This is an optimization exercise on Yosys and OpenROAD, whose aim is small area and a short achievable clock period, not a production implementation.
Function was checked by simulation only, so behaviour that the tests miss may differ from the original.
Power and IR drop assume default switching activity.

===== design/flow/design.v =====
`default_nettype none
package spu_data_pkg;
    parameter int BYTE     = 8;
    parameter int HALFWORD = 2 * BYTE;
    parameter int WORD     = 4 * BYTE;
    parameter int QUADWORD = 16 * BYTE;
    parameter int REG_ADDR_WIDTH = 7;
    parameter int IMM10_WIDTH    = 10;
    parameter int IMM7_WIDTH     = 7;
    typedef logic [REG_ADDR_WIDTH-1:0] reg_addr_t;
    typedef union packed {
        logic [0:QUADWORD/WORD-1][WORD-1:0]         word;
        logic [0:QUADWORD/HALFWORD-1][HALFWORD-1:0] half;
    } quadword_u;
    typedef struct packed {
        logic       reg_wr_en;
        logic [1:0] unit_id;     
        reg_addr_t  rt_addr;
        quadword_u  rt_data;
    } writeback_t;
endpackage
`default_nettype wire
`default_nettype none
package spu_isa_pkg;
    parameter int INTERNAL_OPCODE_SIZE = 6;
    typedef enum logic [INTERNAL_OPCODE_SIZE-1:0] {
        ADD_WORD                      = 6'b0000_00,
        ADD_WORD_IMMEDIATE            = 6'b0000_01,
        ADD_HALFWORD                  = 6'b0000_10,
        ADD_HALFWORD_IMMEDIATE        = 6'b0000_11,
        SUBTRACT_FROM_WORD            = 6'b0001_00,
        SUBTRACT_FROM_WORD_IMMEDIATE  = 6'b0001_01,
        SUBTRACT_FROM_HALFWORD        = 6'b0001_10,
        SUBTRACT_FROM_HALFWORD_IMMEDIATE = 6'b0001_11,
        CARRY_GENERATE                = 6'b0010_00,
        BORROW_GENERATE               = 6'b0011_00,
        AND_REGISTER                  = 6'b0100_00,
        AND_WORD_IMMEDIATE            = 6'b0100_01,
        AND_HALFWORD_IMMEDIATE        = 6'b0100_11,
        AND_WITH_COMPLEMENT           = 6'b0101_00,
        OR_REGISTER                   = 6'b0110_00,
        OR_WORD_IMMEDIATE             = 6'b0110_01,
        OR_HALFWORD_IMMEDIATE         = 6'b0110_11,
        OR_WITH_COMPLEMENT            = 6'b0111_00,
        EXCLUSIVE_OR                  = 6'b1000_00,
        EXCLUSIVE_OR_WORD_IMMEDIATE   = 6'b1000_01,
        EXCLUSIVE_OR_HALFWORD_IMMEDIATE = 6'b1000_11,
        NAND_REGISTER                 = 6'b1001_00,
        NOR_REGISTER                  = 6'b1010_00,
        COMPARE_EQUAL_WORD            = 6'b1011_00,
        COMPARE_EQUAL_WORD_IMMEDIATE  = 6'b1011_01,
        COMPARE_EQUAL_HALFWORD        = 6'b1011_10,
        COMPARE_EQUAL_HALFWORD_IMMEDIATE = 6'b1011_11,
        COMPARE_GREATER_THAN_WORD     = 6'b1100_00,
        COMPARE_GREATER_THAN_WORD_IMMEDIATE = 6'b1100_01,
        COMPARE_GREATER_THAN_HALFWORD = 6'b1100_10,
        COMPARE_GREATER_THAN_HALFWORD_IMMEDIATE = 6'b1100_11,
        COMPARE_LOGICAL_GREATER_THAN_WORD = 6'b1101_00,
        COMPARE_LOGICAL_GREATER_THAN_WORD_IMMEDIATE = 6'b1101_01,
        COMPARE_LOGICAL_GREATER_THAN_HALFWORD = 6'b1101_10,
        COMPARE_LOGICAL_GREATER_THAN_HALFWORD_IMMEDIATE = 6'b1101_11,
        SHIFT_LEFT_WORD               = 6'b1110_00,
        SHIFT_LEFT_WORD_IMMEDIATE     = 6'b1110_01,
        SHIFT_LEFT_HALFWORD           = 6'b1110_10,
        SHIFT_LEFT_HALFWORD_IMMEDIATE = 6'b1110_11,
        ROTATE_WORD                   = 6'b1111_00,
        ROTATE_WORD_IMMEDIATE         = 6'b1111_01,
        ROTATE_HALFWORD               = 6'b1111_10,
        ROTATE_HALFWORD_IMMEDIATE     = 6'b1111_11
    } opcode_e;
    typedef enum logic [1:0] {
        SIMPLE_FIXED_1 = 2'd0,   
        SIMPLE_FIXED_2 = 2'd1,   
        NO_UNIT        = 2'd3
    } unit_id_e;
    typedef enum logic [3:0] {
        ADD, SUB_FROM, CARRY, BORROW, AND, ANDC, OR, ORC, XOR, NAND, NOR, CEQ, CGT, CLGT
    } fx_op_e;
    typedef enum logic [1:0] {
        SHL,
        ROT
    } sr_op_e;
    typedef struct packed {
        logic                    valid;
        unit_id_e                unit_id;
        fx_op_e                  fx_op;
        sr_op_e                  sr_op;
        logic                    halfword;   
        logic [6:0]              rt_addr;   
    } even_ctrl_t;
endpackage
`default_nettype wire
`default_nettype none
`timescale 1ns/100ps
module even_pipe (
    input  wire logic         clk,
    input  wire logic         arst_n,
    input  wire logic         issue,
    input  wire logic [5:0]   opcode,
    input  wire logic [127:0] ra,
    input  wire logic [127:0] rb,
    input  wire logic [9:0]   imm10,
    input  wire logic [6:0]   imm7,
    input  wire logic [6:0]   rt_addr,
    output logic              wb_reg_wr_en,
    output logic [1:0]        wb_unit_id,
    output logic [6:0]        wb_rt_addr,
    output logic [127:0]      wb_rt_data
);
    logic [3:0] op;
    logic       hw, im, sr, kept;
    assign op = opcode[5:2];
    assign hw = opcode[1];
    assign im = opcode[0];
    assign sr = op[3:1] == 3'b111;
    always_comb begin
        case (op)
            4'd2, 4'd3, 4'd5, 4'd7, 4'd9, 4'd10: kept = !hw && !im;
            4'd4, 4'd6, 4'd8:                    kept = !hw || im;
            default:                             kept = 1'b1;
        endcase
    end
    logic inva, invb, cin, kg, kp, kc, cgt, cmp, ceq, cinv;
    always_comb begin
        inva = 1'b0; invb = 1'b0; cin = 1'b0; kg = 1'b0; kp = 1'b0; kc = 1'b0;
        cgt  = 1'b0; cmp = 1'b0; ceq = 1'b0; cinv = 1'b0;
        case (op)
            4'd0:  begin kp = 1'b1; kc = 1'b1; end                            
            4'd1:  begin kp = 1'b1; kc = 1'b1; inva = 1'b1; cin = 1'b1; end   
            4'd2:  begin kp = 1'b1; kc = 1'b1; cmp = 1'b1; end                
            4'd3:  begin kp = 1'b1; kc = 1'b1; inva = 1'b1; cin = 1'b1; cmp = 1'b1; end
            4'd4:  begin kg = 1'b1; end                                       
            4'd5:  begin kg = 1'b1; invb = 1'b1; end                          
            4'd6:  begin kg = 1'b1; kp = 1'b1; end                            
            4'd7:  begin kg = 1'b1; kp = 1'b1; invb = 1'b1; end               
            4'd8:  begin kp = 1'b1; end                                       
            4'd9:  begin kg = 1'b1; kp = 1'b1; inva = 1'b1; invb = 1'b1; end  
            4'd10: begin kg = 1'b1; inva = 1'b1; invb = 1'b1; end             
            4'd11: begin kp = 1'b1; kc = 1'b1; inva = 1'b1; cmp = 1'b1; ceq = 1'b1; end
            4'd12: begin kp = 1'b1; kc = 1'b1; inva = 1'b1; cin = 1'b1; cmp = 1'b1; cgt = 1'b1; cinv = 1'b1; end
            4'd13: begin kp = 1'b1; kc = 1'b1; inva = 1'b1; cin = 1'b1; cmp = 1'b1; cinv = 1'b1; end
            default: ;
        endcase
    end
    logic [15:0]  imm_lo, imm_hi;
    logic [127:0] b;
    assign imm_lo = sr ? {10'd0, imm7[5:0]} : {{6{imm10[9]}}, imm10};
    assign imm_hi = hw ? imm_lo : {16{!sr && imm10[9]}};
    assign b      = im ? {4{imm_hi, imm_lo}} : rb;
    logic [127:0] x0, y0;
    always_comb begin
        x0 = ra ^ {128{inva}};
        y0 = b ^ {128{invb}};
        for (int w = 0; w < 4; w++) begin
            x0[32*w+31] = ra[32*w+31] ^ inva ^ cgt;
            y0[32*w+31] = b[32*w+31] ^ invb ^ cgt;
            x0[32*w+15] = ra[32*w+15] ^ inva ^ (cgt && hw);
            y0[32*w+15] = b[32*w+15] ^ invb ^ (cgt && hw);
        end
        if (sr) begin
            for (int j = 0; j < 8; j++) begin
                if (hw)
                    y0[16*j +: 6] = {!opcode[2] && b[16*j+4], 1'b0, b[16*j +: 4]};
                else
                    y0[16*j +: 6] = {!opcode[2] && b[32*(j/2)+5], b[32*(j/2) +: 5]};
            end
        end
    end
    logic         r1_valid;
    logic [127:0] r1_x, r1_y;
    logic         r1_sr, r1_hw, r1_rot, r1_cin, r1_kg, r1_kp, r1_kc;
    logic         r1_cmp, r1_ceq, r1_cinv;
    logic [6:0]   r1_addr;
    always_ff @(posedge clk or negedge arst_n) begin
        if (!arst_n) r1_valid <= 1'b0;
        else         r1_valid <= issue && kept;
    end
    always_ff @(posedge clk) begin
        r1_x    <= x0;
        r1_y    <= y0;
        r1_sr   <= sr;
        r1_hw   <= hw;
        r1_rot  <= opcode[2];
        r1_cin  <= cin;
        r1_kg   <= kg;
        r1_kp   <= kp;
        r1_kc   <= kc;
        r1_cmp  <= cmp;
        r1_ceq  <= ceq;
        r1_cinv <= cinv;
        r1_addr <= rt_addr;
    end
    logic [127:0] g, p;
    assign g = r1_x & r1_y;
    assign p = r1_x ^ r1_y;
    logic [127:0] xa;
    logic [15:0]  blk_g;
    always_comb begin
        logic [8:0] c;
        for (int k = 0; k < 16; k++) begin
            c[0] = (k % 4 == 0 || (k % 4 == 2 && r1_hw)) ? r1_cin : 1'b0;
            for (int t = 0; t < 8; t++)
                c[t+1] = g[8*k+t] | (p[8*k+t] & c[t]);
            for (int t = 0; t < 8; t++)
                xa[8*k+t] = ((r1_kg & g[8*k+t]) | (r1_kp & p[8*k+t])) ^ (r1_kc & c[t]);
            blk_g[k] = r1_kc & c[8];
        end
    end
    logic [127:0] xs;
    logic [15:0]  sh_side;
    always_comb begin
        logic [127:0] v, nv;
        logic         n;
        v = r1_x;
        for (int l = 0; l < 3; l++) begin
            for (int j = 0; j < 8; j++) begin
                n = r1_y[16*j+l];
                for (int t = 0; t < 16; t++) begin
                    if (!n)
                        nv[16*j+t] = v[16*j+t];
                    else if (t >= (1 << l))
                        nv[16*j+t] = v[16*j+t-(1<<l)];
                    else if (j % 2 == 1)
                        nv[16*j+t] = r1_hw ? (v[16*j+t-(1<<l)+16] & r1_rot) : v[16*j+t-(1<<l)];
                    else
                        nv[16*j+t] = r1_hw ? (v[16*j+t-(1<<l)+16] & r1_rot)
                                           : (v[16*j+t-(1<<l)+32] & r1_rot);
                end
            end
            v = nv;
        end
        xs = v;
        for (int j = 0; j < 8; j++) begin
            sh_side[2*j]   = r1_y[16*j+3];
            sh_side[2*j+1] = (j % 2 == 0 && !r1_hw) ? r1_y[16*j+4] : r1_y[16*j+5];
        end
    end
    logic         r2_valid;
    logic [127:0] r2_x;
    logic [15:0]  r2_side;
    logic         r2_sr, r2_hw, r2_rot, r2_cmp, r2_ceq, r2_cinv;
    logic [6:0]   r2_addr;
    always_ff @(posedge clk or negedge arst_n) begin
        if (!arst_n) r2_valid <= 1'b0;
        else         r2_valid <= r1_valid;
    end
    always_ff @(posedge clk) begin
        r2_x    <= r1_sr ? xs : xa;
        r2_side <= r1_sr ? sh_side : blk_g;
        r2_sr   <= r1_sr;
        r2_hw   <= r1_hw;
        r2_rot  <= r1_rot;
        r2_cmp  <= r1_cmp;
        r2_ceq  <= r1_ceq;
        r2_cinv <= r1_cinv;
        r2_addr <= r1_addr;
    end
    logic [127:0] ar;
    logic [127:0] cres;
    always_comb begin
        logic [3:0] bp, bg;
        logic [4:0] c;
        logic       c2raw, eq_lo, eq_hi;
        cres = '0;
        for (int w = 0; w < 4; w++) begin
            for (int k = 0; k < 4; k++) begin
                bp[k] = &r2_x[32*w+8*k +: 8];
                bg[k] = r2_side[4*w+k];
            end
            c[0] = 1'b0;
            c[1] = bg[0];
            c[2] = bg[1] | (bp[1] & c[1]);
            c2raw = c[2];
            if (r2_hw) c[2] = 1'b0;
            c[3] = bg[2] | (bp[2] & c[2]);
            c[4] = bg[3] | (bp[3] & c[3]);
            for (int k = 0; k < 4; k++) begin
                ar[32*w+8*k] = r2_x[32*w+8*k] ^ c[k];
                for (int t = 1; t < 8; t++)
                    ar[32*w+8*k+t] = r2_x[32*w+8*k+t] ^ (c[k] & (&(r2_x[32*w+8*k +: 8] | ~((8'd1 << t) - 8'd1))));
            end
            eq_lo = bp[0] & bp[1];
            eq_hi = bp[2] & bp[3];
            if (r2_hw) begin
                cres[32*w]    = r2_ceq ? eq_lo : (c2raw ^ r2_cinv);
                cres[32*w+16] = r2_ceq ? eq_hi : (c[4] ^ r2_cinv);
            end else begin
                cres[32*w]    = r2_ceq ? (eq_lo & eq_hi) : (c[4] ^ r2_cinv);
            end
        end
    end
    logic [127:0] srr;
    always_comb begin
        logic [127:0] v, nv;
        logic         n;
        for (int j = 0; j < 8; j++) begin
            n = r2_side[2*j];
            for (int t = 0; t < 16; t++) begin
                if (!n)
                    v[16*j+t] = r2_x[16*j+t];
                else if (t >= 8)
                    v[16*j+t] = r2_x[16*j+t-8];
                else if (j % 2 == 1)
                    v[16*j+t] = r2_hw ? (r2_x[16*j+t+8] & r2_rot) : r2_x[16*j+t-8];
                else
                    v[16*j+t] = r2_hw ? (r2_x[16*j+t+8] & r2_rot) : (r2_x[16*j+t+24] & r2_rot);
            end
        end
        for (int w = 0; w < 4; w++) begin
            n = !r2_hw && r2_side[4*w+1];
            for (int t = 0; t < 32; t++) begin
                if (!n)
                    nv[32*w+t] = v[32*w+t];
                else if (t >= 16)
                    nv[32*w+t] = v[32*w+t-16];
                else
                    nv[32*w+t] = v[32*w+t+16] & r2_rot;
            end
        end
        for (int j = 0; j < 8; j++) begin
            n = (j % 2 == 1) ? r2_side[2*j+1] : (r2_hw ? r2_side[2*j+1] : r2_side[2*j+3]);
            srr[16*j +: 16] = n ? 16'd0 : nv[16*j +: 16];
        end
    end
    logic         r3_valid;
    logic [127:0] r3_data;
    logic         r3_sr;
    logic [6:0]   r3_addr;
    always_ff @(posedge clk or negedge arst_n) begin
        if (!arst_n) r3_valid <= 1'b0;
        else         r3_valid <= r2_valid;
    end
    always_ff @(posedge clk) begin
        r3_data <= r2_sr ? srr : (r2_cmp ? cres : ar);
        r3_sr   <= r2_sr;
        r3_addr <= r2_addr;
    end
    assign wb_reg_wr_en = r3_valid;
    assign wb_unit_id   = {1'b0, r3_sr};
    assign wb_rt_addr   = r3_addr;
    assign wb_rt_data   = r3_data;
endmodule
`default_nettype wire

===== design/flow/flow/run.sh =====
#!/bin/bash
set -euo pipefail
export BUFFER_PORTS_ARGS="-buffer_cell sky130_fd_sc_hd__buf_1"
bash standard.sh > standard.log 2>&1

===== design/flow/standard.sh =====
#!/bin/bash
# synth_recipe.tcl (not shown) runs the flow's synth.tcl, then flattens the netlist and writes it again
# the make line also repeats each setting of config.mk as NAME=value (left out here)
make -C /OpenROAD-flow-scripts/flow DESIGN_CONFIG=/design/flow/config.mk WORK_HOME=/design/flow/orfs CLKGATE_MAP_FILE= SYNTH_SCRIPT=/design/flow/synth_recipe.tcl "${@:-finish}"

===== design/flow/config.mk =====
export PLATFORM = sky130hd
export DESIGN_NAME = even_pipe
export DESIGN_NICKNAME = even_pipe
export VERILOG_FILES = /design/flow/design.v
export SDC_FILE = /design/flow/constraint.sdc
export NUM_CORES = 4
export LEC_CHECK = 0
export CAP_MARGIN = 20
export CORE_MARGIN = 2
export CORE_UTILIZATION = 40
export CTS_CLUSTER_DIAMETER = 100
export CTS_CLUSTER_SIZE = 30
export SETUP_SLACK_MARGIN = 2.8
export SLEW_MARGIN = 20

===== design/flow/constraint.sdc =====
create_clock -name core_clock -period 5.0 [get_ports {clk}]
set_input_delay 1.0000 -clock core_clock [delete_from_list [all_inputs] [get_ports {clk}]]
set_output_delay 1.0000 -clock core_clock [all_outputs]
set_load 0.01 [all_outputs]

==> results of run 1 <==
-- metrics by stage --
stage	utilization	setup slack [ps]	total power, W	instance area, sq um	std cells
floorplan	-	2690	0.0118	34900	3945
global placement	0.433	1300	0.0142	36900	5266
detailed placement	0.433	1280	0.0143	36900	5266
CTS	0.460	2710	0.0178	39200	5355
global route	0.471	2710	0.0192	40100	5386
finish	0.471	2750	0.0183	40100	5387
-- cell type report --
class                   count  share of cell area
flip-flops and latches    569               0.288
diodes                      2            0.000125
well taps                1144              0.0357
clock buffers              35              0.0197
inverters                  83             0.00842
repair buffers            541              0.0825
multi-input cells        2993               0.556
clock inverters            20             0.00938
-- critical path: stages (launching register included) --
cell and delay (ps):
sky130_fd_sc_hd__dfxtp_1 360, sky130_fd_sc_hd__buf_8 170, sky130_fd_sc_hd__ha_2 370, sky130_fd_sc_hd__o21ai_1 90, sky130_fd_sc_hd__o21a_2 250, sky130_fd_sc_hd__nor3b_1 250
sky130_fd_sc_hd__o21ai_0 130, sky130_fd_sc_hd__xnor2_1 180, sky130_fd_sc_hd__mux2i_1 310
-- flip-flops by register name, summed over array words and instances, names as in the netlist, 7 cells and up --
name and count:
r1_x 128, r1_y 128, r2_x 128, r3_data 128, r2_side 16, r1_addr 7, r2_addr 7, r3_addr 7
-- metal layers --
layer / share of wire / vias up / routed length, um / global-route usage
met4: 0.036 / 2 / 4740 / 0.0860
li1: - / 14800 / - / -
met5: 0.000068 / - / 9 / 0
met2: 0.41 / 1706 / 53900 / 0.392
met1: 0.46 / 15000 / 61300 / 0.418
met3: 0.098 / 212 / 13000 / 0.0558
-- where the power goes --
group | internal [W] | total, W | leakage (nW) | switching, W
Combinational | 0.00334 | 0.00763 | 10.6 | 0.00430
Clock | 0.00137 | 0.00318 | 0.556 | 0.00181
Sequential | 0.00579 | 0.00745 | 4.82 | 0.00167
-- kinds of logic (layout without fill, tap and decap cells) --
group | Yosys count | after routing | synth area share
compound gates | 1166 | 1166 | 0.211
simple gates | 819 | 822 | 0.106
flops | 569 | 569 | 0.331
xor+xnor | 432 | 432 | 0.110
mux | 426 | 426 | 0.145
buf+inv | 386 | 679 | 0.0446
fa+ha+maj | 146 | 146 | 0.0530
other cells | 1 | 3 | 0.000109
-- worst max path at each step --
stage               from          end  cells after the start  slack [ps]
2_1_floorplan  opcode[0]    r1_y[101]                      8        2690
3_3_place_gp   opcode[4]    r1_y[117]                      7        1300
6_report         r1_y[1]      r2_x[6]                      8        2750
4_1_cts         r1_x[89]     r2_x[94]                      7        2710
5_1_grt            r2_hw  r3_data[96]                      6        2710
3_5_place_dp   opcode[4]     r1_y[21]                      7        1280
-- what timing repair did --
| item | 4_1_cts | 5_1_grt |
|---|---|---|
| endpoints found under the hold margin | 0 | 0 |
| resized for setup | 238 | 171 |
| buffers inserted | 27 | 22 |
| endpoints found under the setup margin | 536 | 296 |
| gates cloned | 7 | 8 |
| pin swaps | 18 | 30 |
-- layout by cell type, fill, tap and decap left out, types with 16 or more instances in the layout --
cell type                   instances
sky130_fd_sc_hd__dfxtp_1          488
sky130_fd_sc_hd__buf_1            361
sky130_fd_sc_hd__nand2_1          358
sky130_fd_sc_hd__o21ai_0          289
sky130_fd_sc_hd__mux2i_1          278
sky130_fd_sc_hd__xnor2_1          244
sky130_fd_sc_hd__a21oi_1          230
sky130_fd_sc_hd__nor2_1           202
sky130_fd_sc_hd__xor2_1           184
sky130_fd_sc_hd__a22oi_1          143
sky130_fd_sc_hd__ha_1             139
sky130_fd_sc_hd__o22ai_1          138
sky130_fd_sc_hd__mux2_2            97
sky130_fd_sc_hd__inv_1             72
sky130_fd_sc_hd__buf_4             59
sky130_fd_sc_hd__o21ai_1           57
sky130_fd_sc_hd__dfxtp_2           56
sky130_fd_sc_hd__nand3_1           51
sky130_fd_sc_hd__mux4_2            50
sky130_fd_sc_hd__a21o_1            46
sky130_fd_sc_hd__buf_2             40
sky130_fd_sc_hd__clkbuf_16         38
sky130_fd_sc_hd__a31oi_1           33
sky130_fd_sc_hd__nand4_1           33
sky130_fd_sc_hd__a211o_1           28
sky130_fd_sc_hd__nor2b_1           24
sky130_fd_sc_hd__nor3_1            22
sky130_fd_sc_hd__buf_6             22
sky130_fd_sc_hd__dfxtp_4           22
sky130_fd_sc_hd__buf_12            21
sky130_fd_sc_hd__and3_1            20
sky130_fd_sc_hd__a221oi_1          18
sky130_fd_sc_hd__a21oi_2           17
sky130_fd_sc_hd__and2_1            16
==> flow_summary_export.csv, run 1 <==
group,metric,value,unit
run_status,outcome,"no timing/DRC/antenna violations",
clocking,cts_tree,"built",
critical_path,critical_path_rt,5520,ps
timing,relSlewSlack,0.366,
clocking,ctsLongestPathBuffers,3,
synthesis,synth-seq-area-share,0.331,
critical_path,timing.reg2reg.setup_slack,2750,ps
routing,drt_pre_antenna_iters,6,
floorplanning,die_area,88600,sq um
critical_path,regToRegStartpoint,"r1_y[1]",
synthesis,netlist-cell-type-count,73,
floorplanning,start_util,0.405,
timing,worst-slew-pin-transition,940,ps
cells_and_area,multi_input_comb_area,22300,sq um
synthesis,synth_top_area_share,0.328,
synthesis,synth_async_sr_flop_share,0.00527,
routing,detail_routed_net_length_per_standard_cell,24.7,um
timing,skew,48.8,ps
cells_and_area,drive_gt1_frac,0.144,
floorplanning,core-area,85300,sq um
synthesis,synth_cells,3945,
cells_and_area,regArea,11600,sq um
routing,residual_drc,0,
global_routing,pin_count_of_the_biggest_net_entering_global_routing,121,
floorplanning,io_pins,427,
routing,routed-via-count,31700,
cells_and_area,n_fill_cell,8313,
global_routing,grt_first_pass_wirelength,189000,um
timing,layout_worst_path_cycle_share,0.450,
synthesis,synth.largest_area_cell,"sky130_fd_sc_hd__dfxtp_1",
synthesis,synthesis.area_per_instance,8.74,sq um
min_path,hold_path_class,"in2async",
clocking,htree_num_levels,1,
critical_path,arrival,2770,ps
routing,antenna_left,0,
clocking,worstSkewPairLatency,680,ps
critical_path,worstRegToRegCells,8,
critical_path,setup.worst_path.class,"reg2reg",
timing,finalWorstPathRequiredPeriod,2250,ps
clocking,cts-root-buf,"sky130_fd_sc_hd__clkbuf_16",
routing,avgViaCountPerCell,5.88,
timing,tns,0,ps
timing,maximum_frequency_from_static_timing_analysis,444,MHz
timing,rsz0062_at_grt,"true",
cells_and_area,finish.net_count,4654,
synthesis,synth_top_flop_cell,"sky130_fd_sc_hd__dfxtp_1",
flow_run,maxCapViolations,0,
critical_path,endpoint_kind,"flip-flop",
floorplanning,row_count,107,
timing,final-hold-violation-count,0,
power,cellPowerDensity,455,nW/um^2
synthesis,ys_seq_elements,569,
synthesis,syn_nets,4380,
routing,detailedRoute.firstIterationViolations,3493,
cells_and_area,areaGrowthSynthToFinish,16.4,%
synthesis,yosysMostFrequentCell,"sky130_fd_sc_hd__dfxtp_1",
placed_design,port-buffer-count,424,
power,vdd_drop_max,0.333,mV
routing,detail_route.wirelength,133000,um
critical_path,path_max_fanout,21,
placed_design,place_congestion,0.955,
global_routing,gr-total-overflow,0,
power,leakage,16.0,nW
global_routing,vias_in_the_first_global_route,28500,
clocking,cts_made_buffers,31,
clocking,holdBufCountCts,0,
synthesis,yosys_warnings,1,
floorplanning,floorplan.die.width,298,um
placed_design,place.detailed.hpwl,96700,um
synthesis,netlist_area_before_placement,34500,sq um
synthesis,netlist_top_cells_area,"sky130_fd_sc_hd__dfxtp_1, sky130_fd_sc_hd__mux2i_1, sky130_fd_sc_hd__xnor2_1",
timing,final_slew_violations,0,
critical_path,reg2reg_to,"r2_x[6]",
critical_path,setup.worst_path.start_class,"flip-flop",
global_routing,groute.usage.overall,0.278,
clocking,clkSlewWorstSetupHoldPaths,120,ps
clocking,clock_sink_count,569,
synthesis,post_synth_most_frequent_cells,"sky130_fd_sc_hd__dfxtp_1, sky130_fd_sc_hd__nand2_1, sky130_fd_sc_hd__o21ai_0, sky130_fd_sc_hd__mux2i_1, sky130_fd_sc_hd__a21oi_1",
global_routing,antenna_found_initial,6,
floorplanning,die_height,298,um
timing,setup_viol,0,
synthesis,synth_edf_count,0,
timing,finalHoldWorstSlack,110,ps
==> inputs of run 2 (changes only) <==
--- a/design/flow/config.mk
+++ b/design/flow/config.mk
@@ -6,8 +6,9 @@
 export NUM_CORES = 4
 export LEC_CHECK = 0
+export ABC_AREA = 1
 export CAP_MARGIN = 20
 export CORE_MARGIN = 2
 export CORE_UTILIZATION = 40
-export CTS_CLUSTER_DIAMETER = 100
+export CTS_CLUSTER_DIAMETER = 80
 export CTS_CLUSTER_SIZE = 30
 export SETUP_SLACK_MARGIN = 2.8
==> flow_summary_export.csv, run 2 <==
group,metric,value,unit
cells_and_area,layoutNonFillerInstCount,6504,
global_routing,antenna_found_initial,3,
global_routing,groute.usage.overall,0.302,
critical_path,path_max_fanout,6,
synthesis,synth_top_area_share,0.328,
global_routing,gr-total-overflow,0,
clocking,worstSkewPairLatency,630,ps
routing,detailedRoute.firstIterationViolations,4136,
floorplanning,start_util,0.405,
synthesis,synth-seq-area-share,0.330,
cells_and_area,finish.net_count,5768,
floorplanning,core-area,85400,sq um
clocking,cts_tree,"built",
floorplanning,die_area,88800,sq um
run_status,outcome,"no timing/DRC/antenna violations",
synthesis,netlist_top_cells_area,"sky130_fd_sc_hd__dfxtp_1, sky130_fd_sc_hd__nand2_1, sky130_fd_sc_hd__o21ai_0",
routing,routed-via-count,36100,
critical_path,arrival,2720,ps
placed_design,postPlaceCellArea,36800,sq um
global_routing,vias_in_the_first_global_route,31900,
synthesis,synthesis.area_per_instance,6.86,sq um
critical_path,critPathMostFrequentCell,"sky130_fd_sc_hd__nand2_2",
global_routing,grt_first_pass_wirelength,205000,um
placed_design,place.detailed.hpwl,105000,um
routing,avgViaCountPerCell,5.55,
floorplanning,io_pins,427,
synthesis,synth_edf_count,0,
floorplanning,row_count,107,
global_routing,pin_count_of_the_biggest_net_entering_global_routing,86,
cells_and_area,final_cell_area,40100,sq um
timing,skew,40.2,ps
routing,detail_routed_net_length_per_standard_cell,21.9,um
timing,layout_worst_path_cycle_share,0.450,
synthesis,yosys_warnings,1,
critical_path,setup.worst_path.class,"reg2reg",
clocking,htree_num_levels,2,
min_path,hold_path_class,"in2async",
routing,drt_pre_antenna_iters,6,
clocking,ctsLongestPathBuffers,3,
timing,maximum_frequency_from_static_timing_analysis,444,MHz
cells_and_area,final_common_cell,"sky130_fd_sc_hd__nand2_1",
timing,setup_viol,0,
routing,detail_route.wirelength,143000,um
timing,relSlewSlack,0.500,
clocking,cts-root-buf,"sky130_fd_sc_hd__clkbuf_16",
power,cellPowerDensity,434,nW/um^2
cells_and_area,drive_gt1_frac,0.103,
synthesis,ys_seq_elements,569,
clocking,cts_made_buffers,37,
critical_path,path_cells,"buf_12 -> ha_4 -> nand2_2 -> nand2_2 -> nand2_2 -> nand2_4 -> a21oi_4 -> o21ai_2 -> buf_4 -> buf_4 -> and3_1 -> o31ai_1",
routing,antenna_left,0,
placed_design,port-buffer-count,424,
critical_path,slowest_stage,"sky130_fd_sc_hd__o31ai_1",
synthesis,synth_cells,5041,
timing,rsz0062_at_grt,"true",
placed_design,place_congestion,0.949,
clocking,clock_sink_count,569,
synthesis,post_synth_most_frequent_cells,"sky130_fd_sc_hd__nand2_1, sky130_fd_sc_hd__o21ai_0, sky130_fd_sc_hd__dfxtp_1, sky130_fd_sc_hd__inv_1, sky130_fd_sc_hd__nor2_1",
timing,final-hold-violation-count,0,
power,power,0.0174,W
timing,final_slew_violations,0,
synthesis,netlist-cell-type-count,64,
synthesis,synth_top_flop_cell,"sky130_fd_sc_hd__dfxtp_1",
floorplanning,floorplan.die.width,298,um
timing,tns,0,ps
critical_path,critical_path_rt,5470,ps
power,vdd_drop_max,0.258,mV
synthesis,synth_async_sr_flop_share,0.00527,
power,leakage,17.8,nW
synthesis,netlist_area_before_placement,34600,sq um
routing,residual_drc,0,
synthesis,syn_nets,5476,
critical_path,cpPeakStageDelay,470,ps
cells_and_area,areaGrowthSynthToFinish,15.9,%
synthesis,synth.largest_area_cell,"sky130_fd_sc_hd__dfxtp_1",
timing,finalWorstPathRequiredPeriod,2250,ps
placed_design,dp.cells,6356,
flow_run,maxCapViolations,0,
critical_path,endpoint_kind,"flip-flop",
cells_and_area,most-common-layout-cells,"sky130_fd_sc_hd__nand2_1, sky130_fd_sc_hd__o21ai_0, sky130_fd_sc_hd__dfxtp_1",
floorplanning,die_height,298,um
synthesis,yosysMostFrequentCell,"sky130_fd_sc_hd__nand2_1",
clocking,clkSlewWorstSetupHoldPaths,100,ps
timing,worst-slew-pin-transition,750,ps
critical_path,setup.worst_path.start_class,"flip-flop",
[run 2: cell types whose count changed in the layout (fill, tap and decap cells not counted), sizes merged, moves of 45 or more]
| cell | before | now |
|---|---|---|
| a21o | 47 | 2 |
| inv | 86 | 448 |
| mux2i | 279 | 36 |
| o211ai | 15 | 70 |
| o21ai | 357 | 707 |
| a22oi | 144 | 6 |
| mux2 | 97 | 0 |
| nand2 | 361 | 1391 |
| xor2 | 186 | 102 |
| nor2 | 208 | 266 |
| mux4 | 50 | 0 |
| xnor2 | 246 | 178 |
| nand3 | 59 | 233 |
[run 2: final cells by class]
cell class	instances	area (sq um)
sequential	569	11500
clock inverter	24	462
clock buffer	41	1000
inverter	450	1760
tap	1144	1430
antenna	1	2.50
timing repair buffer	555	2970
fill	8866	45300
timing repair inverter	3	22.5
multi-input combinational	3717	20900
[run 2: metrics by stage]
step	setup slack, ps	utilization	hold WS [ps]
2_1_floorplan	2780	-	310
3_3_place_gp	1450	0.431	310
3_5_place_dp	1420	0.431	312
4_1_cts	2750	0.456	157
5_1_grt	2710	0.469	165
6_report	2750	0.470	177
[run 2: final timing paths]
kind | from | end | slack (ps) | depth (start not counted)
max | r1_y[32] | r2_x[36] | 2750 | 12
min | arst_n | r3_valid | 180 | 1
max reg2reg | r1_y[32] | r2_x[36] | 2750 | 12
min reg2reg | r2_addr[0] | r3_addr[0] | 330 | 0
max in group asynchronous | arst_n | r1_valid | 4660 | 1
min in group core_clock | r2_addr[0] | r3_addr[0] | 330 | 0
[run 2: worst max-delay path, delay by kind of cell, from the launching register on]
kind                       cells  cell delay, ps
buffers and inverters          3             390
DFF                            1             360
and+or+nand+nor                5             420
AOI/OAI and AO/OA              3             720
adders and majority gates      1             240
[run 2: kinds of logic (layout without fill, tap and decap cells)]
| family | count (synthesis) | in the layout | share of synthesized area |
|---|---|---|---|
| and+or+nand+nor | 1958 | 1960 | 0.233 |
| AOI/OAI and AO/OA | 1294 | 1294 | 0.215 |
| buffers and inverters | 757 | 1073 | 0.0880 |
| DFF | 569 | 569 | 0.330 |
| xor gates and xnor gates | 280 | 280 | 0.0709 |
| adders and majority gates | 146 | 146 | 0.0528 |
| muxes | 36 | 36 | 0.0104 |
| other | 1 | 2 | 0.000108 |
[run 2: repair_timing]
item                       in CTS  in global routing
setup endpoints to repair     499                290
gates cloned                    7                  6
gates resized for setup       150                203
pin swaps                      11                 63
buffers inserted               21                 48
hold buffers                    0                  0
[run 2: power breakdown]
group          total (W)  switching [W]  leakage (nW)  internal, W
clock network    0.00367        0.00198         0.694      0.00169
registers        0.00689        0.00126          4.81      0.00564
logic            0.00684        0.00446          12.3      0.00238
[run 2: per-layer routing]
layer / part of all wire / track usage
met1: 0.45 / 0.451
met2: 0.41 / 0.429
met3: 0.11 / 0.0691
met4: 0.030 / 0.0822
met5: 0.00076 / 0.00758
==> inputs of run 3 (changes only) <==
--- a/design/flow/config.mk
+++ b/design/flow/config.mk
@@ -9,5 +9,5 @@
 export CAP_MARGIN = 20
 export CORE_MARGIN = 2
-export CORE_UTILIZATION = 40
+export CORE_UTILIZATION = 60
 export CTS_CLUSTER_DIAMETER = 80
 export CTS_CLUSTER_SIZE = 30
==> flow_summary_export.csv, run 3 <==
group,metric,value,unit
timing,relSlewSlack,0.303,
global_routing,met1_usage,0.600,
synthesis,yosys_warnings,1,
critical_path,setup.worst_path.class,"reg2reg",
floorplanning,die_area,59600,sq um
synthesis,yosysMostFrequentCell,"sky130_fd_sc_hd__nand2_1",
timing,layout_worst_path_cycle_share,0.443,
synthesis,netlist_top_cells_area,"sky130_fd_sc_hd__dfxtp_1, sky130_fd_sc_hd__nand2_1, sky130_fd_sc_hd__o21ai_0",
synthesis,synth_async_sr_flop_share,0.00527,
synthesis,synth_edf_count,0,
floorplanning,floorplan.die.width,244,um
clocking,worstSkewPairLatency,650,ps
timing,worst-slew-pin-transition,1040,ps
cells_and_area,finish.net_count,5751,
critical_path,worstRegToRegCells,8,
floorplanning,die_height,244,um
cells_and_area,most-common-layout-cells,"sky130_fd_sc_hd__nand2_1, sky130_fd_sc_hd__o21ai_0, sky130_fd_sc_hd__dfxtp_1",
floorplanning,core-area,57400,sq um
cells_and_area,regArea,11500,sq um
global_routing,vias_in_the_first_global_route,31200,
critical_path,critical_path_rt,5460,ps
critical_path,endpoint_kind,"flip-flop",
floorplanning,row_count,88,
global_routing,gr-total-overflow,0,
floorplanning,io_pins,427,
power,power,0.0165,W
flow_run,maxCapViolations,0,
placed_design,place.detailed.hpwl,93000,um
timing,maximum_frequency_from_static_timing_analysis,452,MHz
global_routing,grt_first_pass_wirelength,188000,um
global_routing,pin_count_of_the_biggest_net_entering_global_routing,81,
placed_design,place_congestion,1.02,
routing,drt_pre_antenna_iters,7,
global_routing,use_met2,0.571,
power,vdd_drop_max,0.370,mV
synthesis,synthesis.area_per_instance,6.86,sq um
run_status,outcome,"no timing/DRC/antenna violations",
timing,final-hold-violation-count,0,
clocking,holdBufCountCts,0,
synthesis,netlist_area_before_placement,34600,sq um
synthesis,synth.largest_area_cell,"sky130_fd_sc_hd__dfxtp_1",
critical_path,reg2reg_to,"r2_x[93]",
clocking,cts-root-buf,"sky130_fd_sc_hd__clkbuf_16",
critical_path,timing.reg2reg.setup_slack,2790,ps
global_routing,groute.usage.overall,0.406,
timing,setup_viol,0,
synthesis,post_synth_most_frequent_cells,"sky130_fd_sc_hd__nand2_1, sky130_fd_sc_hd__o21ai_0, sky130_fd_sc_hd__dfxtp_1, sky130_fd_sc_hd__inv_1, sky130_fd_sc_hd__nor2_1",
routing,residual_drc,0,
routing,antenna_left,0,
routing,routed-via-count,36700,
clocking,ctsLongestPathBuffers,3,
synthesis,syn_nets,5476,
timing,final_slew_violations,0,
routing,avgViaCountPerCell,6.02,
power,cellPowerDensity,423,nW/um^2
synthesis,synth_top_flop_cell,"sky130_fd_sc_hd__dfxtp_1",
timing,tns,0,ps
routing,detail_routed_net_length_per_standard_cell,21.2,um
synthesis,synth_cells,5041,
critical_path,regToRegStartpoint,"r1_x[89]",
global_routing,use_met3,0.101,
placed_design,port-buffer-count,424,
clocking,htree_num_levels,1,
clocking,cts_tree,"built",
timing,skew,35.9,ps
cells_and_area,multi_input_comb_area,20800,sq um
routing,detailedRoute.firstIterationViolations,5323,
synthesis,synth-seq-area-share,0.330,
global_routing,antenna_found_initial,8,
min_path,hold_path_class,"in2async",
power,leakage,17.5,nW
timing,finalWorstPathRequiredPeriod,2210,ps
clocking,clock_sink_count,569,
critical_path,path_max_fanout,3,
synthesis,synth_top_area_share,0.328,
cells_and_area,drive_gt1_frac,0.0924,
global_routing,grt_busiest_layer,"met1",
critical_path,arrival,2680,ps
cells_and_area,final_common_cell,"sky130_fd_sc_hd__nand2_1",
floorplanning,start_util,0.603,
timing,rsz0062_at_grt,"true",
clocking,cts_made_buffers,29,
cells_and_area,n_fill_cell,5108,
routing,detail_route.wirelength,129000,um
clocking,clkSlewWorstSetupHoldPaths,110,ps
synthesis,ys_seq_elements,569,
synthesis,netlist-cell-type-count,64,
cells_and_area,areaGrowthSynthToFinish,12.6,%
critical_path,setup.worst_path.start_class,"flip-flop",
## run 3: cell counts after synthesis
Identical to the previous run, type by type.
## run 3: cell type report
| class | count | area share |
|---|---|---|
| multi-input combinational | 3717 | 0.533 |
| sequential | 569 | 0.296 |
| timing repair buffer | 542 | 0.0729 |
| inverter | 450 | 0.0455 |
| tap | 765 | 0.0246 |
| clock buffer | 33 | 0.0193 |
| clock inverter | 17 | 0.00713 |
| timing repair inverter | 7 | 0.00129 |
| antenna | 1 | 0.0000643 |
## run 3: what timing repair did
action | in CTS | in global routing
resized for setup | 123 | 198
buffers inserted | 31 | 36
gates cloned | 10 | 6
pin swaps | 3 | 59
endpoints found under the setup margin | 460 | 220
## run 3: power breakdown
| part | total, W | internal [W] | switching, W |
|---|---|---|---|
| sequential | 0.00691 | 0.00563 | 0.00128 |
| clock | 0.00290 | 0.00123 | 0.00167 |
| combinational | 0.00667 | 0.00234 | 0.00433 |
## run 3: worst max path at each step
stage,end,depth (start not counted),slack (ps),from
floorplan,r1_y[20],9,2780,opcode[2]
global placement,r1_y[116],9,1600,opcode[2]
detailed placement,r1_y[20],9,1550,opcode[2]
CTS,r2_x[80],5,2740,r1_kc
global route,r2_x[87],18,2730,r1_y[80]
finish,r2_x[93],8,2790,r1_x[89]
## run 3: worst max-delay path: stages, from the launching register on
cell and delay [ps]:
sky130_fd_sc_hd__dfxtp_1 360, sky130_fd_sc_hd__ha_1 340, sky130_fd_sc_hd__a21oi_2 220, sky130_fd_sc_hd__o21ai_2 100, sky130_fd_sc_hd__a21oi_2 150, sky130_fd_sc_hd__o21ai_1 110, sky130_fd_sc_hd__nand3_1 90, sky130_fd_sc_hd__nand2_1 50
sky130_fd_sc_hd__o21ai_0 620
## run 3: through the flow
stage               cells  instance area (sq um)  hold WS [ps]  worst slack, ps   util
finish               6101                  38900           137             2790  0.679
CTS                  6058                  37900           122             2740  0.661
global placement     5967                  36200           310             1600  0.631
global route         6100                  38900           140             2730  0.679
floorplan            5041                  34700           310             2780      -
detailed placement   5967                  36200           313             1550  0.631
## run 3: kinds of logic (layout without fill, tap and decap cells)
group           count (synthesis)  count (layout)  synth area share
flops                         569             569             0.330
xor+xnor                      280             280            0.0709
compound gates               1294            1294             0.215
mux                            36              36            0.0104
simple gates                 1958            1960             0.233
buf+inv                       757            1049            0.0880
fa+ha+maj                     146             146            0.0528
other cells                     1               2          0.000108
## run 3: per-layer routing
metal  part of all wire  up-vias
li1                   -    17300
met1               0.41    16400
met2               0.40     2746
met3               0.15      369
met4              0.043        2
met5            0.00010        -
==> inputs of run 4 (changes only) <==
--- a/design/flow/design.v
+++ b/design/flow/design.v
@@ -195,25 +195,26 @@
     assign p = r1_x ^ r1_y;
     logic [127:0] xa;
-    logic [15:0]  blk_g;
+    logic [31:0]  blk_g;
     always_comb begin
-        logic [8:0] c;
-        for (int k = 0; k < 16; k++) begin
-            c[0] = (k % 4 == 0 || (k % 4 == 2 && r1_hw)) ? r1_cin : 1'b0;
-            for (int t = 0; t < 8; t++)
-                c[t+1] = g[8*k+t] | (p[8*k+t] & c[t]);
-            for (int t = 0; t < 8; t++)
-                xa[8*k+t] = ((r1_kg & g[8*k+t]) | (r1_kp & p[8*k+t])) ^ (r1_kc & c[t]);
-            blk_g[k] = r1_kc & c[8];
+        logic [4:0] c;
+        for (int k = 0; k < 32; k++) begin
+            c[0] = (k % 8 == 0 || (k % 8 == 4 && r1_hw)) ? r1_cin : 1'b0;
+            for (int t = 0; t < 4; t++)
+                c[t+1] = g[4*k+t] | (p[4*k+t] & c[t]);
+            for (int t = 0; t < 4; t++)
+                xa[4*k+t] = ((r1_kg & g[4*k+t]) | (r1_kp & p[4*k+t]) | (r1_sr & r1_x[4*k+t]))
+                            ^ (r1_kc & c[t]);
+            blk_g[k] = r1_kc & c[4];
         end
     end
     logic [127:0] xs;
-    logic [15:0]  sh_side;
+    logic [31:0]  sh_side;
     always_comb begin
         logic [127:0] v, nv;
         logic         n;
-        v = r1_x;
-        for (int l = 0; l < 3; l++) begin
+        v = xa;
+        for (int l = 0; l < 2; l++) begin
             for (int j = 0; j < 8; j++) begin
-                n = r1_y[16*j+l];
+                n = r1_sr && r1_y[16*j+l];
                 for (int t = 0; t < 16; t++) begin
                     if (!n)
@@ -231,12 +232,13 @@
         end
         xs = v;
+        sh_side = '0;
         for (int j = 0; j < 8; j++) begin
-            sh_side[2*j]   = r1_y[16*j+3];
-            sh_side[2*j+1] = (j % 2 == 0 && !r1_hw) ? r1_y[16*j+4] : r1_y[16*j+5];
+            sh_side[4*j +: 2] = r1_y[16*j+2 +: 2];
+            sh_side[4*j+2]    = (j % 2 == 0 && !r1_hw) ? r1_y[16*j+4] : r1_y[16*j+5];
         end
     end
     logic         r2_valid;
     logic [127:0] r2_x;
-    logic [15:0]  r2_side;
+    logic [31:0]  r2_side;
     logic         r2_sr, r2_hw, r2_rot, r2_cmp, r2_ceq, r2_cinv;
     logic [6:0]   r2_addr;
@@ -246,5 +248,5 @@
     end
     always_ff @(posedge clk) begin
-        r2_x    <= r1_sr ? xs : xa;
+        r2_x    <= xs;
         r2_side <= r1_sr ? sh_side : blk_g;
         r2_sr   <= r1_sr;
@@ -259,32 +261,32 @@
     logic [127:0] cres;
     always_comb begin
-        logic [3:0] bp, bg;
-        logic [4:0] c;
-        logic       c2raw, eq_lo, eq_hi;
+        logic [7:0] bp, bg;
+        logic [8:0] c;
+        logic       c4raw, eq_lo, eq_hi;
         cres = '0;
         for (int w = 0; w < 4; w++) begin
-            for (int k = 0; k < 4; k++) begin
-                bp[k] = &r2_x[32*w+8*k +: 8];
-                bg[k] = r2_side[4*w+k];
+            for (int k = 0; k < 8; k++) begin
+                bp[k] = &r2_x[32*w+4*k +: 4];
+                bg[k] = r2_side[8*w+k];
             end
             c[0] = 1'b0;
-            c[1] = bg[0];
-            c[2] = bg[1] | (bp[1] & c[1]);
-            c2raw = c[2];
-            if (r2_hw) c[2] = 1'b0;
-            c[3] = bg[2] | (bp[2] & c[2]);
-            c[4] = bg[3] | (bp[3] & c[3]);
-            for (int k = 0; k < 4; k++) begin
-                ar[32*w+8*k] = r2_x[32*w+8*k] ^ c[k];
-                for (int t = 1; t < 8; t++)
-                    ar[32*w+8*k+t] = r2_x[32*w+8*k+t] ^ (c[k] & (&(r2_x[32*w+8*k +: 8] | ~((8'd1 << t) - 8'd1))));
+            for (int k = 0; k < 4; k++)
+                c[k+1] = bg[k] | (bp[k] & c[k]);
+            c4raw = c[4];
+            if (r2_hw) c[4] = 1'b0;
+            for (int k = 4; k < 8; k++)
+                c[k+1] = bg[k] | (bp[k] & c[k]);
+            for (int k = 0; k < 8; k++) begin
+                ar[32*w+4*k] = r2_x[32*w+4*k] ^ c[k];
+                for (int t = 1; t < 4; t++)
+                    ar[32*w+4*k+t] = r2_x[32*w+4*k+t] ^ (c[k] & (&(r2_x[32*w+4*k +: 4] | ~((4'd1 << t) - 4'd1))));
             end
-            eq_lo = bp[0] & bp[1];
-            eq_hi = bp[2] & bp[3];
+            eq_lo = &bp[3:0];
+            eq_hi = &bp[7:4];
             if (r2_hw) begin
-                cres[32*w]    = r2_ceq ? eq_lo : (c2raw ^ r2_cinv);
-                cres[32*w+16] = r2_ceq ? eq_hi : (c[4] ^ r2_cinv);
+                cres[32*w]    = r2_ceq ? eq_lo : (c4raw ^ r2_cinv);
+                cres[32*w+16] = r2_ceq ? eq_hi : (c[8] ^ r2_cinv);
             end else begin
-                cres[32*w]    = r2_ceq ? (eq_lo & eq_hi) : (c[4] ^ r2_cinv);
+                cres[32*w]    = r2_ceq ? (eq_lo & eq_hi) : (c[8] ^ r2_cinv);
             end
         end
@@ -294,19 +296,24 @@
         logic [127:0] v, nv;
         logic         n;
-        for (int j = 0; j < 8; j++) begin
-            n = r2_side[2*j];
-            for (int t = 0; t < 16; t++) begin
-                if (!n)
-                    v[16*j+t] = r2_x[16*j+t];
-                else if (t >= 8)
-                    v[16*j+t] = r2_x[16*j+t-8];
-                else if (j % 2 == 1)
-                    v[16*j+t] = r2_hw ? (r2_x[16*j+t+8] & r2_rot) : r2_x[16*j+t-8];
-                else
-                    v[16*j+t] = r2_hw ? (r2_x[16*j+t+8] & r2_rot) : (r2_x[16*j+t+24] & r2_rot);
+        v = r2_x;
+        for (int l = 2; l < 4; l++) begin
+            for (int j = 0; j < 8; j++) begin
+                n = r2_side[4*j+l-2];
+                for (int t = 0; t < 16; t++) begin
+                    if (!n)
+                        nv[16*j+t] = v[16*j+t];
+                    else if (t >= (1 << l))
+                        nv[16*j+t] = v[16*j+t-(1<<l)];
+                    else if (j % 2 == 1)
+                        nv[16*j+t] = r2_hw ? (v[16*j+t-(1<<l)+16] & r2_rot) : v[16*j+t-(1<<l)];
+                    else
+                        nv[16*j+t] = r2_hw ? (v[16*j+t-(1<<l)+16] & r2_rot)
+                                           : (v[16*j+t-(1<<l)+32] & r2_rot);
+                end
             end
+            v = nv;
         end
         for (int w = 0; w < 4; w++) begin
-            n = !r2_hw && r2_side[4*w+1];
+            n = !r2_hw && r2_side[8*w+2];
             for (int t = 0; t < 32; t++) begin
                 if (!n)
@@ -319,5 +326,5 @@
         end
         for (int j = 0; j < 8; j++) begin
-            n = (j % 2 == 1) ? r2_side[2*j+1] : (r2_hw ? r2_side[2*j+1] : r2_side[2*j+3]);
+            n = (j % 2 == 1) ? r2_side[4*j+2] : (r2_hw ? r2_side[4*j+2] : r2_side[4*j+6]);
             srr[16*j +: 16] = n ? 16'd0 : nv[16*j +: 16];
         end
--- a/design/flow/config.mk
+++ b/design/flow/config.mk
@@ -9,5 +9,5 @@
 export CAP_MARGIN = 20
 export CORE_MARGIN = 2
-export CORE_UTILIZATION = 60
+export CORE_UTILIZATION = 40
 export CTS_CLUSTER_DIAMETER = 80
 export CTS_CLUSTER_SIZE = 30
==> flow_summary_export.csv, run 4 <==
group,metric,value,unit
clocking,worstSkewPairLatency,620,ps
critical_path,cpPeakStageDelay,420,ps
routing,residual_drc,0,
critical_path,path_max_fanout,6,
synthesis,yosys_warnings,1,
routing,detail_routed_net_length_per_standard_cell,21.4,um
synthesis,netlist-cell-type-count,44,
routing,routed-via-count,34400,
routing,avgViaCountPerCell,5.38,
global_routing,vias_in_the_first_global_route,31300,
power,vdd_drop_max,0.230,mV
synthesis,synth_cells,4876,
timing,worst-slew-pin-transition,950,ps
cells_and_area,finish.net_count,5686,
synthesis,synth.largest_area_cell,"sky130_fd_sc_hd__dfxtp_1",
global_routing,pin_count_of_the_biggest_net_entering_global_routing,76,
placed_design,port-buffer-count,424,
run_status,outcome,"no timing/DRC/antenna violations",
clocking,clkSlewWorstSetupHoldPaths,100,ps
cells_and_area,areaGrowthSynthToFinish,18.6,%
critical_path,gate_family_responsible_for_the_most_delay_along_the_worst_path,"buffers and inverters",
critical_path,setup.worst_path.start_class,"input pin",
cells_and_area,postLayoutCoreUtil,0.481,
floorplanning,die_area,87400,sq um
timing,layout_worst_path_cycle_share,0.448,
synthesis,synth_async_sr_flop_share,0.00513,
critical_path,critPathMostFrequentCell,"sky130_fd_sc_hd__buf_4",
synthesis,syn_nets,5327,
synthesis,synth_top_flop_cell,"sky130_fd_sc_hd__dfxtp_1",
timing,rsz0062_at_grt,"true",
global_routing,grt_first_pass_wirelength,198000,um
synthesis,yosysMostFrequentCell,"sky130_fd_sc_hd__nand2_1",
critical_path,path_cells,"buf_2 -> clkinvlp_4 -> buf_4 -> ha_1 -> a21oi_2 -> o21ai_4 -> buf_4 -> xnor2_1",
cells_and_area,final_common_cell,"sky130_fd_sc_hd__nand2_1",
cells_and_area,drive_gt1_frac,0.107,
timing,relSlewSlack,0.360,
min_path,hold_path_class,"in2async",
timing,maximum_frequency_from_static_timing_analysis,446,MHz
routing,antenna_left,0,
floorplanning,io_pins,427,
synthesis,netlist_top_cells_area,"sky130_fd_sc_hd__dfxtp_1, sky130_fd_sc_hd__nand2_1, sky130_fd_sc_hd__o21ai_0",
synthesis,netlist_area_before_placement,34000,sq um
timing,skew,51.8,ps
power,leakage,17.7,nW
floorplanning,core-area,84000,sq um
global_routing,groute.usage.overall,0.301,
placed_design,place_congestion,0.971,
synthesis,ys_seq_elements,585,
floorplanning,start_util,0.405,
synthesis,synth_edf_count,0,
synthesis,synth_top_area_share,0.342,
synthesis,synthesis.area_per_instance,6.98,sq um
global_routing,gr-total-overflow,0,
timing,final_slew_violations,0,
floorplanning,row_count,106,
synthesis,synth-seq-area-share,0.344,
clocking,clock_sink_count,585,
power,cellPowerDensity,452,nW/um^2
critical_path,slowest_stage,"sky130_fd_sc_hd__xnor2_1",
routing,detailedRoute.firstIterationViolations,3731,
clocking,holdBufCountCts,0,
timing,finalWorstPathRequiredPeriod,2240,ps
routing,detail_route.wirelength,137000,um
flow_run,maxCapViolations,0,
floorplanning,die_height,296,um
timing,tns,0,ps
floorplanning,floorplan.die.width,296,um
clocking,ctsLongestPathBuffers,3,
placed_design,place.detailed.hpwl,102000,um
critical_path,critical_path_rt,5460,ps
clocking,cts_made_buffers,39,
clocking,cts_tree,"built",
cells_and_area,most-common-layout-cells,"sky130_fd_sc_hd__nand2_1, sky130_fd_sc_hd__o21ai_0, sky130_fd_sc_hd__dfxtp_1",
critical_path,endpoint_kind,"flip-flop",
timing,final-hold-violation-count,0,
clocking,htree_num_levels,2,
global_routing,antenna_found_initial,3,
critical_path,arrival,2700,ps
synthesis,post_synth_most_frequent_cells,"sky130_fd_sc_hd__nand2_1, sky130_fd_sc_hd__o21ai_0, sky130_fd_sc_hd__dfxtp_1, sky130_fd_sc_hd__inv_1, sky130_fd_sc_hd__a21oi_1",
clocking,cts-root-buf,"sky130_fd_sc_hd__clkbuf_16",
timing,finalHoldWorstSlack,172,ps
cells_and_area,antennaDiodeCount,0,
critical_path,setup.worst_path.class,"in2reg",
critical_path,cp_num_buf_inv,4,
routing,drt_pre_antenna_iters,6,
timing,setup_viol,0,
==> run 4: cell types whose count changed in the layout (fill, tap and decap cells not counted), sizes merged, moves of 21 or more <==
| cell | previous run | this run |
|---|---|---|
| buf | 531 | 575 |
| a21o | 2 | 24 |
| o211ai | 70 | 49 |
| xor2 | 102 | 182 |
| o21ai | 707 | 733 |
| nor2 | 265 | 172 |
| nand2 | 1391 | 1511 |
| a22o | 30 | 0 |
| a21oi | 236 | 207 |
| inv | 438 | 342 |
| o22ai | 123 | 43 |
| nand3 | 234 | 211 |
| nor3 | 21 | 46 |
==> run 4: metrics by stage <==
step | instance area (sq um) | total power (W) | worst slack (ps) | std cells
5_1_grt | 40400 | 0.0194 | 2720 | 6399
3_5_place_dp | 36700 | 0.0138 | 1370 | 6219
4_1_cts | 39400 | 0.0179 | 2800 | 6347
2_1_floorplan | 34400 | 0.0111 | 2710 | 4876
6_report | 40400 | 0.0183 | 2760 | 6399
3_3_place_gp | 36700 | 0.0137 | 1400 | 6219
==> run 4: what timing repair did <==
action                     in CTS  in global routing
setup endpoints to repair     510                255
setup buffers                  46                 48
gates cloned                   11                  4
gates resized for setup       170                180
pin swaps                      20                 33
==> run 4: layout make-up <==
cell class              count  area [sq um]
repair inverters            7          45.0
fillers                  8548         43600
clock buffers              42          1030
repair buffers            583          3280
well taps                1134          1420
multi-input cells        3669         20800
clock inverters            29           513
flip-flops and latches    585         11900
inverters                 350          1400
==> run 4: report_power, final <==
part / switching, W / total (W) / internal (W)
Clock: 0.00206 / 0.00380 / 0.00174
Sequential: 0.00121 / 0.00713 / 0.00592
Combinational: 0.00481 / 0.00734 / 0.00252
Total: 0.00808 / 0.0183 / 0.0102
==> run 4: worst reg2reg max path, cell delays in order, from the launching register on <==
cell and delay [ps]:
sky130_fd_sc_hd__dfxtp_4 470, sky130_fd_sc_hd__inv_4 150, sky130_fd_sc_hd__buf_12 200, sky130_fd_sc_hd__a21oi_1 160
sky130_fd_sc_hd__o22ai_1 100, sky130_fd_sc_hd__o21ai_0 420, sky130_fd_sc_hd__o21ai_0 140, sky130_fd_sc_hd__o211ai_1 120
sky130_fd_sc_hd__o21ai_0 240
==> run 4: path summary, 6_finish.rpt <==
| path | from | end | slack (ps) | cells after the start |
|---|---|---|---|---|
| hold reg to reg | r1_ceq | r2_ceq | 320 | 0 |
| hold / removal | arst_n | r2_valid | 170 | 1 |
| min in group core_clock | r1_ceq | r2_ceq | 320 | 0 |
| setup / recovery | opcode[3] | r1_x[96] | 2760 | 8 |
| setup reg to reg | r2_hw | r3_data[107] | 2800 | 8 |
| max in group asynchronous | arst_n | r1_valid | 4680 | 1 |
==> run 4: cells by family (layout without fill, tap and decap cells) <==
group | Yosys count | after routing | share of synthesized area
flip-flops | 585 | 585 | 0.344
adder cells (fa/ha/maj) | 162 | 162 | 0.0595
other | 1 | 1 | 0.000110
AO/OA/AOI/OAI | 1170 | 1171 | 0.192
AND/OR/NAND/NOR | 1948 | 1949 | 0.232
buffers and inverters | 624 | 1011 | 0.0716
multiplexers | 21 | 21 | 0.00618
XOR/XNOR | 365 | 365 | 0.0939
==> run 4: routing by layer <==
layer / vias up / global-route usage / wire [um]
met2: 1543 / 0.447 / 57000
met4: 2 / 0.0982 / 4990
met1: 15900 / 0.443 / 63300
met5: - / 0 / 11
li1: 16700 / - / -
met3: 237 / 0.0424 / 11400
==> inputs of run 5 (changes only) <==
--- a/design/flow/config.mk
+++ b/design/flow/config.mk
@@ -6,5 +6,4 @@
 export NUM_CORES = 4
 export LEC_CHECK = 0
-export ABC_AREA = 1
 export CAP_MARGIN = 20
 export CORE_MARGIN = 2
==> flow_summary_export.csv, run 5 <==
group,metric,value,unit
power,p_int,0.0108,W
timing,relSlewSlack,0.431,
critical_path,setup.worst_path.start_class,"flip-flop",
critical_path,cpPeakStageDelay,420,ps
critical_path,gate_family_responsible_for_the_most_delay_along_the_worst_path,"compound AO/OA/AOI/OAI gates",
synthesis,synth_top_flop_cell,"sky130_fd_sc_hd__dfxtp_1",
timing,worst-slew-pin-transition,850,ps
cells_and_area,areaGrowthSynthToFinish,16.5,%
floorplanning,core-area,83400,sq um
clocking,ctsLongestPathBuffers,3,
routing,detailedRoute.firstIterationViolations,3978,
power,clockPowerShare,0.181,
synthesis,synth.largest_area_cell,"sky130_fd_sc_hd__dfxtp_1",
synthesis,post_synth_most_frequent_cells,"sky130_fd_sc_hd__dfxtp_1, sky130_fd_sc_hd__nor2_1, sky130_fd_sc_hd__nand2_1, sky130_fd_sc_hd__mux2i_1, sky130_fd_sc_hd__a21oi_1",
placed_design,place.detailed.hpwl,96800,um
routing,antenna_left,0,
synthesis,ys_seq_elements,585,
power,leakage,15.9,nW
timing,final-hold-violation-count,0,
timing,tns,0,ps
global_routing,antenna_found_initial,4,
floorplanning,row_count,106,
routing,routed-via-count,31600,
critical_path,setup.worst_path.class,"reg2reg",
synthesis,synth_cells,3861,
flow_run,maxCapViolations,0,
cells_and_area,n_fill_cell,8156,
cells_and_area,drive_gt1_frac,0.118,
global_routing,vias_in_the_first_global_route,28400,
timing,post-route-worst-setup-slack,2760,ps
critical_path,critical_path_rt,5450,ps
power,total_net_switching_power,0.00823,W
timing,maximum_frequency_from_static_timing_analysis,447,MHz
cells_and_area,most-common-layout-cells,"sky130_fd_sc_hd__dfxtp_1, sky130_fd_sc_hd__buf_1, sky130_fd_sc_hd__nor2_1",
clocking,worstSkewPairLatency,620,ps
critical_path,worstRegToRegCells,7,
run_status,outcome,"no timing/DRC/antenna violations",
power,sequentialPowerShare,0.397,
critical_path,arrival,2690,ps
critical_path,endpoint_kind,"flip-flop",
critical_path,cp_num_buf_inv,1,
routing,detail_route.wirelength,133000,um
routing,detail_routed_net_length_per_standard_cell,25.2,um
synthesis,netlist_area_before_placement,33600,sq um
routing,avgViaCountPerCell,5.99,
critical_path,slowest_stage,"sky130_fd_sc_hd__a2111o_1",
floorplanning,die_area,86400,sq um
power,swShare,0.433,
synthesis,synth_async_sr_flop_share,0.00513,
cells_and_area,final_common_cell,"sky130_fd_sc_hd__dfxtp_1",
critical_path,reg2reg_to,"r3_data[87]",
synthesis,yosys_warnings,1,
power,vdd_drop_max,0.258,mV
timing,final_slew_violations,0,
routing,residual_drc,0,
clocking,cts_tree,"built",
clocking,holdBufCountCts,0,
power,power_frac_comb,0.422,
placed_design,port-buffer-count,424,
global_routing,groute.usage.overall,0.290,
clocking,clock_sink_count,585,
synthesis,synthesis.area_per_instance,8.71,sq um
synthesis,synth_top_area_share,0.347,
global_routing,gr-total-overflow,0,
timing,skew,38.6,ps
placed_design,pre_cts_ws,1400,ps
floorplanning,start_util,0.403,
min_path,hold_path_class,"in2async",
placed_design,place_congestion,0.961,
synthesis,synth-seq-area-share,0.349,
clocking,htree_num_levels,2,
timing,finalHoldWorstSlack,200,ps
clocking,cts-root-buf,"sky130_fd_sc_hd__clkbuf_16",
critical_path,regToRegStartpoint,"r2_x[68]",
routing,drt_pre_antenna_iters,12,
power,cellPowerDensity,486,nW/um^2
floorplanning,die_height,294,um
timing,layout_worst_path_cycle_share,0.448,
synthesis,netlist_top_cells_area,"sky130_fd_sc_hd__dfxtp_1, sky130_fd_sc_hd__mux2i_1, sky130_fd_sc_hd__ha_1",
critical_path,path_cells,"and4_4 -> a2111o_1 -> buf_4 -> a41oi_2 -> nand2b_1 -> xor2_1 -> o22ai_1",
timing,rsz0062_at_grt,"true",
clocking,cts_made_buffers,35,
critical_path,path_max_fanout,6,
global_routing,grt_first_pass_wirelength,189000,um
critical_path,timing.reg2reg.setup_slack,2760,ps
floorplanning,io_pins,427,
synthesis,syn_nets,4312,
global_routing,pin_count_of_the_biggest_net_entering_global_routing,65,
floorplanning,floorplan.die.width,294,um
timing,setup_viol,0,
synthesis,yosysMostFrequentCell,"sky130_fd_sc_hd__dfxtp_1",
timing,finalWorstPathRequiredPeriod,2240,ps
clocking,clkSlewWorstSetupHoldPaths,90,ps
synthesis,synth_edf_count,0,
cells_and_area,finish.net_count,4614,
synthesis,netlist-cell-type-count,71,
==> run 5: power by group through the flow <==
stage | logic [W] | clock network, W | registers [W]
global placement | 0.00725 | 0 | 0.00757
CTS | 0.00763 | 0.00353 | 0.00744
detailed placement | 0.00729 | 0 | 0.00757
floorplan | 0.00517 | 0 | 0.00691
finish | 0.00802 | 0.00344 | 0.00756
global route | 0.00872 | 0.00369 | 0.00764
==> run 5: worst max path at each step <==
| stage | start | endpoint | slack, ps | cells past startpoint |
|---|---|---|---|---|
| floorplan | opcode[5] | r1_y[69] | 2720 | 9 |
| global placement | opcode[3] | r1_y[117] | 1460 | 7 |
| detailed placement | opcode[3] | r1_y[117] | 1400 | 7 |
| CTS | r2_side[0] | r3_data[16] | 2780 | 8 |
| global route | r1_kc | r2_x[48] | 2770 | 8 |
| finish | r2_x[68] | r3_data[87] | 2760 | 7 |
==> run 5: logic make-up (layout without fill, tap and decap cells) <==
kind of cell	Yosys count	in the layout	synth area share
compound gates	1095	1097	0.216
xor+xnor	399	399	0.104
fa+ha+maj	162	162	0.0603
buf+inv	342	666	0.0416
flops	585	585	0.349
mux	360	360	0.110
other cells	1	3	0.000112
simple gates	917	919	0.119
==> run 5: final cells by class <==
type,instances,area (sq um),share of cell area
multi-input combinational,2938,21300,0.545
sequential,585,11900,0.303
timing repair buffer,551,3090,0.0789
tap,1080,1350,0.0345
clock buffer,36,880,0.0225
clock inverter,27,417,0.0106
inverter,52,219,0.00559
antenna,2,5.00,0.000128
==> run 5: what timing repair did <==
action | 4_1_cts | 5_1_grt
pin swaps | 11 | 42
gates resized for setup | 156 | 127
buffers inserted | 31 | 36
cloned | 6 | 6
setup endpoints to repair | 532 | 289
==> run 5: through the flow <==
| step | power [W] | util | cells | area [sq um] |
|---|---|---|---|---|
| 4_1_cts | 0.0186 | 0.459 | 5227 | 38300 |
| 3_5_place_dp | 0.0149 | 0.431 | 5127 | 36000 |
| 3_3_place_gp | 0.0148 | 0.431 | 5127 | 36000 |
| 5_1_grt | 0.0200 | 0.469 | 5269 | 39200 |
| 2_1_floorplan | 0.0121 | - | 3861 | 33900 |
| 6_report | 0.0190 | 0.469 | 5271 | 39200 |
==> run 5: layer usage <==
| layer | vias to the layer above | track usage | wire length, um |
|---|---|---|---|
| li1 | 14700 | - | - |
| met1 | 15000 | 0.434 | 60600 |
| met2 | 1729 | 0.429 | 55900 |
| met3 | 210 | 0.0298 | 11300 |
| met4 | 2 | 0.0992 | 4750 |
| met5 | - | 0 | 20 |

[port drivers added, routing unchanged]
In the flow no input, the clock included, has a driving cell. The finished layouts below were timed again as built, in two steps. Step 1 assumes that a clkbuf_16 drives the clock port and a buf_2 every other input. Step 2 also shifts input and output timing later by t, the mid clock arrival at the registers, as if the neighbouring blocks saw the same clock. Three values: ideal, step 1, step 2; two values: the first two.
run	t, ns	slack for setup (ns)	cell pins on the clock port's net
run 1	0.717	2.750 / 2.750 / 2.111	1
run 2	0.686	2.750 / 2.750 / 2.251	1
run 3	0.694	2.786 / 2.741 / 2.164	1
run 4	0.657	2.759 / 2.759 / 2.102	1
run 5	0.671	2.762 / 2.762 / 2.204	1
After both steps setup and hold are still met in every run listed. The setup slack of run 4, which loses most, moves by 0.000 ns with the drivers and by -0.657 ns with both steps.
